This design comes from an exercise in tuning for small area on the open sky130 flow, not from production work. Function was checked by simulation only, so behaviour that the tests miss may differ from the original. Power and IR drop assume default switching activity.

==> inputs of exp/nickel <==
==> flow/design.v (excerpt) <==
module pcie_cq_desc_parser #(
   parameter int AXIS_DATA_WIDTH  = 512,
   parameter int AXIS_TUSER_WIDTH = 229
) (
   input  logic                        clk,
   input  logic                        rst,
   input  logic [AXIS_DATA_WIDTH-1:0]   s_axis_tdata,
   input  logic [AXIS_DATA_WIDTH/8-1:0] s_axis_tkeep,
   input  logic                        s_axis_tvalid,
   output logic                        s_axis_tready,
   input  logic                        s_axis_tlast,
   input  logic [AXIS_TUSER_WIDTH-1:0] s_axis_tuser,
   output logic [AXIS_DATA_WIDTH-1:0]   m_axis_tdata,
   output logic [AXIS_DATA_WIDTH/8-1:0] m_axis_tkeep,
   output logic                        m_axis_tvalid,
   input  logic                        m_axis_tready,
   output logic                        m_axis_tlast,
   output logic [AXIS_TUSER_WIDTH-1:0] m_axis_tuser,
   output logic                        desc_valid,
   input  logic                        desc_ready,
   output logic [63:0]                 desc_addr,
   output logic [1:0]                  desc_at,
   output logic [10:0]                 desc_dwc,
   output logic [3:0]                  desc_type,
   output logic [15:0]                 desc_req_id,
   output logic [7:0]                  desc_tag,
   output logic [7:0]                  desc_func,
   output logic [2:0]                  desc_bar_id,
   output logic [5:0]                  desc_bar_aperture,
   output logic [15:0]                 pkt_cnt,
   output logic [7:0]                  len_err_cnt,
   output logic                        len_err
);
make LEC_CHECK=0 CAP_MARGIN=20 CORE_AREA='5 5 355 355' DIE_AREA='0 0 360 360' SLEW_MARGIN=20 finish   # period 4.0 ns
run.sh (not shown) runs the stock make flow with config.mk's settings and CLKGATE_MAP_FILE= SYNTH_SCRIPT=/design/flow/synth_recipe.tcl, a recipe that flattens the netlist after the stock synthesis.
==> inputs of exp/yarrow, as changes to exp/nickel <==
==> flow/flow/run.sh (new file) <==
#!/bin/bash
# Standard ORFS layout, except that the port buffers use the smallest plain buffer cell.
set -euo pipefail
export BUFFER_PORTS_ARGS="-buffer_cell sky130_fd_sc_hd__buf_1"
bash standard.sh finish > standard_make.log 2>&1
==> flow/standard.sh (new file) <==
#!/bin/bash
# synth_recipe.tcl (not shown) runs the flow's synth.tcl, then flattens the netlist and writes it again
# the make line also repeats each setting of config.mk as NAME=value (left out here)
make -C /OpenROAD-flow-scripts/flow DESIGN_CONFIG=/design/flow/config.mk WORK_HOME=/design/flow/orfs CLKGATE_MAP_FILE= SYNTH_SCRIPT=/design/flow/synth_recipe.tcl "${@:-finish}"
- CORE_AREA: 5 5 355 355 -> 5 5 895 95
- CTS_BUF_LIST: not set -> sky130_fd_sc_hd__clkbuf_16
- CTS_CLUSTER_DIAMETER: not set -> 100
- CTS_CLUSTER_SIZE: not set -> 24
- DIE_AREA: 0 0 360 360 -> 0 0 900 100
removed: flow/run.sh
==> qor summary <==
	exp/nickel	exp/yarrow
Result of the run	did not finish	no timing/DRC/antenna violations
Stage where the flow stopped	I/O pin placement	-
Cell accounting for the most synthesized area	edfxtp_1	edfxtp_1
Most frequent cell after synthesis	edfxtp_1	edfxtp_1
Synthesized cell area	55420 µm²	55420 µm²
Xor and xnor fraction of the mapped netlist area	0.5058%	0.5058%
Die Y-Extent	360 µm	100 µm
Post-synth EDFFs	933	933
Synthesized instance count	2812	2812
Async set or reset register ratio after synthesis	1.696%	1.696%
Synthesis-stage register bit count	1769	1769
Synth top area share	50.56%	50.56%
Mux share of post-synthesis cell area	16.40%	16.40%
Starting density of the core	45.53%	71.56%
Share of synthesized cell area in full adder, half adder and majority cells	0.09031%	0.09031%
Number of core rows	128	32
Post-synthesis sequential area ratio	81.03%	81.03%
Warnings, synthesis	1	1
Distinct cell type count of the synthesized netlist	43	43
Dominant synthesized flop cell	edfxtp_1	edfxtp_1
Die width	360 µm	900 µm
Synthesized-area fraction occupied by and/or/nand/nor cells	0.8399%	0.8399%

---

==> 01-20 <==
==> flow/design.v <==
module pcie_cq_desc_parser #(
   parameter int AXIS_DATA_WIDTH  = 512,
   parameter int AXIS_TUSER_WIDTH = 229
) (
   input  logic                        clk,
   input  logic                        rst,
   input  logic [AXIS_DATA_WIDTH-1:0]   s_axis_tdata,
   input  logic [AXIS_DATA_WIDTH/8-1:0] s_axis_tkeep,
   input  logic                        s_axis_tvalid,
   output logic                        s_axis_tready,
   input  logic                        s_axis_tlast,
   input  logic [AXIS_TUSER_WIDTH-1:0] s_axis_tuser,
   output logic [AXIS_DATA_WIDTH-1:0]   m_axis_tdata,
   output logic [AXIS_DATA_WIDTH/8-1:0] m_axis_tkeep,
   output logic                        m_axis_tvalid,
   input  logic                        m_axis_tready,
   output logic                        m_axis_tlast,
   output logic [AXIS_TUSER_WIDTH-1:0] m_axis_tuser,
   output logic                        desc_valid,
   input  logic                        desc_ready,
   output logic [63:0]                 desc_addr,
   output logic [1:0]                  desc_at,
   output logic [10:0]                 desc_dwc,
   output logic [3:0]                  desc_type,
   output logic [15:0]                 desc_req_id,
   output logic [7:0]                  desc_tag,
   output logic [7:0]                  desc_func,
   output logic [2:0]                  desc_bar_id,
   output logic [5:0]                  desc_bar_aperture,
   output logic [15:0]                 pkt_cnt,
   output logic [7:0]                  len_err_cnt,
   output logic                        len_err
);
   localparam int KW = AXIS_DATA_WIDTH / 8;
   localparam int BW = AXIS_DATA_WIDTH + KW + 1 + AXIS_TUSER_WIDTH;
   logic [BW-1:0] main_q, skid_q, in_beat;
   logic          main_vld_q, skid_vld_q, tready_q, in_pkt_q;
   logic [119:0]  desc_q;
   logic          desc_valid_q;
   logic [15:0]   pkt_cnt_q;
   logic          is_sop, sop_stall, acc, cap, drain;
   assign in_beat   = {s_axis_tdata, s_axis_tkeep, s_axis_tlast, s_axis_tuser};
   assign is_sop    = |s_axis_tuser[81:80];
   assign sop_stall = s_axis_tvalid && is_sop && !in_pkt_q && desc_valid_q && !desc_ready;
   assign acc       = s_axis_tvalid && tready_q && !sop_stall;
   assign cap       = acc && is_sop && !in_pkt_q;
   assign drain     = !main_vld_q || m_axis_tready;
   always_ff @(posedge clk or posedge rst) begin
      if (rst) begin
         main_vld_q   <= 1'b0;
         skid_vld_q   <= 1'b0;
         tready_q     <= 1'b0;
         in_pkt_q     <= 1'b0;
         desc_valid_q <= 1'b0;
         pkt_cnt_q    <= '0;
      end else begin
         main_vld_q   <= drain ? (skid_vld_q || acc) : 1'b1;
         skid_vld_q   <= !drain && (skid_vld_q || acc);
         tready_q     <= drain || !(skid_vld_q || acc);
         if (acc) in_pkt_q <= in_pkt_q ? !s_axis_tlast : (is_sop && !s_axis_tlast);
         desc_valid_q <= cap || (desc_valid_q && !desc_ready);
         if (cap) pkt_cnt_q <= pkt_cnt_q + 16'd1;
      end
   end
   always_ff @(posedge clk) begin
      if (!skid_vld_q) skid_q <= in_beat;
      if (drain) main_q <= skid_vld_q ? skid_q : in_beat;
      if (cap) desc_q <= {s_axis_tdata[120:80], s_axis_tdata[78:0]};
   end
   logic [6:0]  rem_q, rem_now;
   logic [11:0] dw_full, dw_sum;
   logic [7:0]  lec_q;
   logic        len_err_q, len_err_d, payload, big;
   assign dw_full = (s_axis_tdata[74:64] == 11'd0) ? 12'd1024 : {1'b0, s_axis_tdata[74:64]};
   assign dw_sum  = dw_full + 12'd3;
   assign payload = (s_axis_tdata[78:75] == 4'b0001) || (s_axis_tdata[78:75] == 4'b0011) ||
                    (s_axis_tdata[78:75] == 4'b0100) || (s_axis_tdata[78:75] == 4'b0101) ||
                    (s_axis_tdata[78:75] == 4'b0110);
   assign big     = (s_axis_tdata[74:64] == 11'd0) || (s_axis_tdata[74:64] > 11'd12);
   assign rem_now = (payload && big) ? dw_sum[10:4] : 7'd0;
   always_comb begin
      len_err_d = 1'b0;
      if (cap)                  len_err_d = s_axis_tlast && (rem_now != 7'd0);
      else if (acc && in_pkt_q) len_err_d = s_axis_tlast && (rem_q != 7'd1);
   end
   always_ff @(posedge clk) begin
      if (cap)                  rem_q <= rem_now;
      else if (acc && in_pkt_q) rem_q <= rem_q - 7'd1;
   end
   always_ff @(posedge clk or posedge rst) begin
      if (rst) begin
         lec_q     <= '0;
         len_err_q <= 1'b0;
      end else begin
         len_err_q <= len_err_d;
         if (len_err_d && lec_q != 8'hFF) lec_q <= lec_q + 8'd1;
      end
   end
   assign len_err     = len_err_q;
   assign len_err_cnt = lec_q;
   assign s_axis_tready = tready_q && !sop_stall;
   assign {m_axis_tdata, m_axis_tkeep, m_axis_tlast, m_axis_tuser} = main_q;
   assign m_axis_tvalid = main_vld_q;
   assign desc_valid        = desc_valid_q;
   assign desc_addr         = {desc_q[63:2], 2'b00};
   assign desc_at           = desc_q[1:0];
   assign desc_dwc          = desc_q[74:64];
   assign desc_type         = desc_q[78:75];
   assign desc_req_id       = desc_q[94:79];
   assign desc_tag          = desc_q[102:95];
   assign desc_func         = desc_q[110:103];
   assign desc_bar_id       = desc_q[113:111];
   assign desc_bar_aperture = desc_q[119:114];
   assign pkt_cnt           = pkt_cnt_q;
endmodule
==> flow/flow/run.sh <==
#!/bin/bash
# Standard ORFS layout, except that the port buffers use the smallest plain buffer cell.
set -euo pipefail
export BUFFER_PORTS_ARGS="-buffer_cell sky130_fd_sc_hd__buf_1"
bash standard.sh finish > standard_make.log 2>&1
==> flow/standard.sh <==
#!/bin/bash
# synth_recipe.tcl (not shown) runs the flow's synth.tcl, then flattens the netlist and writes it again
# the make line also repeats each setting of config.mk as NAME=value (left out here)
make -C /OpenROAD-flow-scripts/flow DESIGN_CONFIG=/design/flow/config.mk WORK_HOME=/design/flow/orfs CLKGATE_MAP_FILE= SYNTH_SCRIPT=/design/flow/synth_recipe.tcl "${@:-finish}"
==> flow/config.mk <==
export PLATFORM = sky130hd
export DESIGN_NAME = pcie_cq_desc_parser
export DESIGN_NICKNAME = pcie_cq_desc_parser
export VERILOG_FILES = /design/flow/design.v
export SDC_FILE = /design/flow/constraint.sdc
export NUM_CORES = 4
export LEC_CHECK = 0
export CAP_MARGIN = 20
export CORE_AREA = 5 5 895 165
export DIE_AREA = 0 0 900 170
export SLEW_MARGIN = 20
==> flow/constraint.sdc <==
create_clock -name core_clock -period 4.0 [get_ports {clk}]
set_input_delay 0.8000 -clock core_clock [delete_from_list [all_inputs] [get_ports {clk}]]
set_output_delay 0.8000 -clock core_clock [all_outputs]
set_load 0.01 [all_outputs]
==> 06-28 (differences from 01-20) <==
--- a/flow/config.mk
+++ b/flow/config.mk
@@ -6,6 +6,9 @@
 export NUM_CORES = 4
 export LEC_CHECK = 0
 export CAP_MARGIN = 20
-export CORE_AREA = 5 5 895 165
-export DIE_AREA = 0 0 900 170
+export CORE_AREA = 5 5 895 110
+export CTS_BUF_LIST = sky130_fd_sc_hd__clkbuf_16
+export CTS_CLUSTER_DIAMETER = 100
+export CTS_CLUSTER_SIZE = 24
+export DIE_AREA = 0 0 900 115
 export SLEW_MARGIN = 20
==> 12-10 (differences from 01-20) <==
==> flow/run.sh (new file) <==
#!/bin/bash
# synth_recipe.tcl (not shown) runs the flow's synth.tcl, then flattens the netlist and writes it again
# the make line also repeats each setting of config.mk as NAME=value (left out here)
make -C /OpenROAD-flow-scripts/flow DESIGN_CONFIG=/design/flow/config.mk WORK_HOME=/design/flow/orfs CLKGATE_MAP_FILE= SYNTH_SCRIPT=/design/flow/synth_recipe.tcl finish
removed: flow/flow/run.sh
removed: flow/standard.sh
==> comparison <==
The highest cell area belongs to 12-10, the lowest to 06-28.
The highest wire length belongs to 01-20, the lowest to 06-28.
The lowest worst hold slack belongs to 01-20, the highest to 12-10.
Via count, highest first: 01-20, 12-10, 06-28.
In die area, 01-20 and 12-10 do not differ.
Sequential share of layout area: 06-28 is higher than 12-10 (12 points).
Total power, lowest first: 06-28, 01-20, 12-10.
The lowest fmax belongs to 12-10, the highest to 06-28.

## static timing again, ports no longer ideal
The results above use ideal ports. As a check the final layouts listed here were re-extracted and re-timed, cells and wires unchanged. Step 1, drivers: a clkbuf_16 drives clk and a buf_2 each remaining input, both assumed. Step 2, shift: input delay + t, output delay - t, t = (earliest + latest rising clock arrival at the registers) / 2. This alone moves slack from input paths to output paths. a / b / c = ideal / step 1 / step 2; a / b = the first two.
run | shift t [ns] | setup WS [ns] | pins driven straight from the clock port
exp/yarrow | 0.765 | 1.238 / 1.133 / 1.371 | 1
01-20 | 0.808 | 0.447 / 0.180 / 0.180 | 1
06-28 | 0.762 | 1.290 / 1.185 / 1.375 | 1
12-10 | 0.804 | 0.212 / 0.015 / 0.015 | 1
After both steps setup and hold are still met in every run listed. For 01-20, which loses most, drivers alone change the setup slack by -0.267 ns; drivers and shift together by -0.267 ns.
